This design comes from an exercise in tuning for small area on the open sky130 flow, not from production work. In this exercise RTL edits were held to simulation tests only and were not proved equivalent to the original. The flow treats the clock pin as an ideal source. Dropping or thinning the clock tree relies on that and would not hold on a real chip. Power is estimated from default activity; no workload was simulated.

==> flow/design.v (excerpt) <==
module calendar_time_add_minutes #(
    parameter int MAX_ADD_MINUTES = 65535
) (
    input  wire logic                     clk,
    input  wire logic                     rst_n,
    input  wire logic                     cmd_valid,
    output wire logic                     cmd_ready,
    input  wire logic                     cmd_req_type,
    input  wire logic [cta_pkg::ADD_W-1:0]    cmd_add_minutes,
    input  wire logic [cta_pkg::DAY_W-1:0]    cmd_load_day,
    input  wire logic [cta_pkg::MONTH_W-1:0]  cmd_load_month,
    input  wire logic [cta_pkg::YEAR_W-1:0]   cmd_load_year,
    input  wire logic [cta_pkg::HOUR_W-1:0]   cmd_load_hour,
    input  wire logic [cta_pkg::MINUTE_W-1:0] cmd_load_minute,
    output wire logic                     rsp_valid,
    input  wire logic                     rsp_ready,
    output wire logic [cta_pkg::DAY_W-1:0]    rsp_out_day,
    output wire logic [cta_pkg::MONTH_W-1:0]  rsp_out_month,
    output wire logic [cta_pkg::YEAR_W-1:0]   rsp_out_year,
    output wire logic [cta_pkg::HOUR_W-1:0]   rsp_out_hour,
    output wire logic [cta_pkg::MINUTE_W-1:0] rsp_out_minute,
    output wire logic                     rsp_leap_flag,
    output wire logic [cta_pkg::DAY_W-1:0]    rsp_month_length
);
export LEC_CHECK = 0
export CAP_MARGIN = 20
export CORE_MARGIN = 2
export CORE_UTILIZATION = 40
export SLEW_MARGIN = 20
create_clock -name core_clock -period 10.0 [get_ports {clk}]
standard.sh (not shown) runs the stock make flow with config.mk's settings and CLKGATE_MAP_FILE= SYNTH_SCRIPT=/design/flow/synth_recipe.tcl, a recipe that flattens the netlist after the stock synthesis.
==> flow/flow/run.sh <==
#!/bin/bash
# The standard layout (standard.sh), with these changes:
#  - synthesis maps the logic with an area-oriented ABC script (flow/abc.script,
#    run with eight seeds of its &deepsyn step, keeping the smallest result;
#    flow/synth.tcl is synth_recipe.tcl plus that one change), without the
#    platform's adder cells and the Kogge-Stone carry map;
#  - the port buffers are the smallest buffer cell;
#  - the clock port drives four clkbuf_8, each feeding a quarter of the
#    flip-flops (flow/pre_cts.tcl), in place of the clock tree synthesis;
#    the rest of the flow is unchanged.
set -euo pipefail
here=$(pwd)
export MY_ABC_SCRIPT=$here/flow/abc.script
export PRE_CTS_TCL=$here/flow/pre_cts.tcl
export BUFFER_PORTS_ARGS="-buffer_cell sky130_fd_sc_hd__buf_1"
sed -e "s#SYNTH_SCRIPT=[^ ]*#SYNTH_SCRIPT=$here/flow/synth.tcl ADDER_MAP_FILE= SYNTH_OPERATIONS_ARGS=-nofsm#" standard.sh > own.sh
bash own.sh > own.log 2>&1
Other scripts of this flow, unchanged in this note and not shown: flow/flow/abc.script, flow/flow/pre_cts.tcl, flow/flow/synth.tcl
Change:
--- a/flow/design.v
+++ b/flow/design.v
@@ -102,44 +102,44 @@
             {3'd0, 3'd4}: begin ok = 1'b1; bi = 4'd1; fld = 2'd0; end
             {3'd0, 3'd5}: begin ok = 1'b1; bi = 4'd0; fld = 2'd0; end
             {3'd1, 3'd0}: begin ok = 1'b1; bi = 4'd9; fld = 2'd0; end
             {3'd1, 3'd1}: begin ok = 1'b1; bi = 4'd8; fld = 2'd0; end
             {3'd1, 3'd2}: begin ok = 1'b1; bi = 4'd7; fld = 2'd0; end
             {3'd1, 3'd3}: begin ok = 1'b1; bi = 4'd6; fld = 2'd0; end
             {3'd1, 3'd4}: begin ok = 1'b1; bi = 4'd7; fld = 2'd1; end
             {3'd1, 3'd5}: begin ok = 1'b1; bi = 4'd6; fld = 2'd1; end
-            {3'd2, 3'd0}: begin ok = 1'b1; bi = 4'd13; fld = 2'd0; end
-            {3'd2, 3'd1}: begin ok = 1'b1; bi = 4'd12; fld = 2'd0; end
-            {3'd2, 3'd2}: begin ok = 1'b1; bi = 4'd11; fld = 2'd0; end
-            {3'd2, 3'd3}: begin ok = 1'b1; bi = 4'd10; fld = 2'd0; end
+            {3'd2, 3'd0}: begin ok = 1'b1; bi = 4'd11; fld = 2'd1; end
+            {3'd2, 3'd1}: begin ok = 1'b1; bi = 4'd10; fld = 2'd1; end
+            {3'd2, 3'd2}: begin ok = 1'b1; bi = 4'd9; fld = 2'd1; end
+            {3'd2, 3'd3}: begin ok = 1'b1; bi = 4'd8; fld = 2'd1; end
             {3'd2, 3'd4}: begin ok = 1'b1; bi = 4'd11; fld = 2'd1; end
             {3'd2, 3'd5}: begin ok = 1'b1; bi = 4'd10; fld = 2'd1; end
-            {3'd3, 3'd0}: begin ok = 1'b1; bi = 4'd11; fld = 2'd1; end
-            {3'd3, 3'd1}: begin ok = 1'b1; bi = 4'd10; fld = 2'd1; end
-            {3'd3, 3'd2}: begin ok = 1'b1; bi = 4'd15; fld = 2'd0; end
-            {3'd3, 3'd3}: begin ok = 1'b1; bi = 4'd14; fld = 2'd0; end
-            {3'd3, 3'd4}: begin ok = 1'b1; bi = 4'd15; fld = 2'd1; end
-            {3'd3, 3'd5}: begin ok = 1'b1; bi = 4'd14; fld = 2'd1; end
+            {3'd3, 3'd0}: begin ok = 1'b1; bi = 4'd13; fld = 2'd0; end
+            {3'd3, 3'd1}: begin ok = 1'b1; bi = 4'd12; fld = 2'd0; end
+            {3'd3, 3'd2}: begin ok = 1'b1; bi = 4'd11; fld = 2'd0; end
+            {3'd3, 3'd3}: begin ok = 1'b1; bi = 4'd10; fld = 2'd0; end
+            {3'd3, 3'd4}: begin ok = 1'b1; bi = 4'd12; fld = 2'd2; end
+            {3'd3, 3'd5}: begin ok = 1'b1; bi = 4'd13; fld = 2'd2; end
             {3'd4, 3'd0}: begin ok = 1'b1; bi = 4'd14; fld = 2'd1; end
             {3'd4, 3'd1}: begin ok = 1'b1; bi = 4'd12; fld = 2'd1; end
-            {3'd4, 3'd2}: begin ok = 1'b1; bi = 4'd9; fld = 2'd1; end
-            {3'd4, 3'd3}: begin ok = 1'b1; bi = 4'd8; fld = 2'd1; end
-            {3'd4, 3'd4}: begin ok = 1'b1; bi = 4'd12; fld = 2'd2; end
-            {3'd4, 3'd5}: begin ok = 1'b1; bi = 4'd13; fld = 2'd2; end
+            {3'd4, 3'd2}: begin ok = 1'b1; bi = 4'd14; fld = 2'd2; end
+            {3'd4, 3'd3}: begin ok = 1'b1; bi = 4'd12; fld = 2'd1; end
+            {3'd4, 3'd4}: begin ok = 1'b1; bi = 4'd13; fld = 2'd2; end
+            {3'd4, 3'd5}: begin ok = 1'b1; bi = 4'd14; fld = 2'd1; end
             {3'd5, 3'd0}: begin ok = 1'b1; bi = 4'd15; fld = 2'd1; end
             {3'd5, 3'd1}: begin ok = 1'b1; bi = 4'd13; fld = 2'd1; end
-            {3'd5, 3'd2}: begin ok = 1'b1; bi = 4'd14; fld = 2'd2; end
-            {3'd5, 3'd3}: begin ok = 1'b1; bi = 4'd12; fld = 2'd1; end
+            {3'd5, 3'd2}: begin ok = 1'b1; bi = 4'd15; fld = 2'd0; end
+            {3'd5, 3'd3}: begin ok = 1'b1; bi = 4'd14; fld = 2'd0; end
             {3'd5, 3'd4}: begin ok = 1'b1; bi = 4'd13; fld = 2'd2; end
             {3'd5, 3'd5}: begin ok = 1'b1; bi = 4'd14; fld = 2'd2; end
             {3'd6, 3'd0}: begin ok = 1'b1; bi = 4'd15; fld = 2'd1; end
             {3'd6, 3'd1}: begin ok = 1'b1; bi = 4'd15; fld = 2'd2; end
             {3'd6, 3'd3}: begin ok = 1'b1; bi = 4'd15; fld = 2'd2; end
-            {3'd6, 3'd4}: begin ok = 1'b1; bi = 4'd13; fld = 2'd2; end
+            {3'd6, 3'd4}: begin ok = 1'b1; bi = 4'd15; fld = 2'd1; end
             {3'd6, 3'd5}: begin ok = 1'b1; bi = 4'd14; fld = 2'd2; end
             default: begin ok = 1'b0; bi = 4'd0; fld = 2'd0; end
         endcase
     end
     assign rot       = (pass == 3'd7) && !cnt_q[4];
     assign fin       = (pass == 3'd7) && cnt_q[4];
     assign op        = is_add && pulse && ok && cmd_add_minutes[bi];
     assign cmd_ready = work && fin;
Sequential share of layout area falls by 0.25 points. Hold slack is about the same. Clock power went down by about 0.4%. Synthesized area is higher by 0.92%. Power drops by 2.6%. Clock skew is about the same. Via count increases by 2.4%. Global-route usage goes up by 0.26 points.
No run of this note takes its clock network from TritonCTS; it comes from the design's own scripts or RTL.

## afterwards: timing with drivers on the ports
No port has a modelled driver above. Below, the same layouts with a new extraction and two added sets of constraints. Step 1 (the two cells are an assumption about what drives the block):
set clk [get_ports {clk}]
set_driving_cell -lib_cell sky130_fd_sc_hd__clkbuf_16 $clk
set_driving_cell -lib_cell sky130_fd_sc_hd__buf_2 [delete_from_list [all_inputs] $clk]
Step 2 adds t to the input delays and takes it off the output delays; t is the mean of the earliest and latest rising clock arrival at the registers after step 1. Input paths then give back, and output paths get back, about the clock's delay inside the block. Slacks: ideal / step 1 / step 2; pairs: ideal / step 1.
| run | shift t [ns] | setup WS [ns] | worst hold slack (ns) | worst slew at a driven data input, ns | cell pins on the clock port's net |
|---|---|---|---|---|---|
| the first run | 0.199 | 3.796 / 3.796 / 3.796 | 0.481 / 0.481 / 0.481 | 0.04 | 4 |
| the second run | 0.205 | 3.910 / 3.946 / 3.741 | 0.480 / 0.480 / 0.480 | 0.04 | 4 |
After both steps every run listed still meets setup and hold. The setup slack of the second run, which loses most, moves by +0.036 ns with the drivers and by -0.169 ns with both steps.
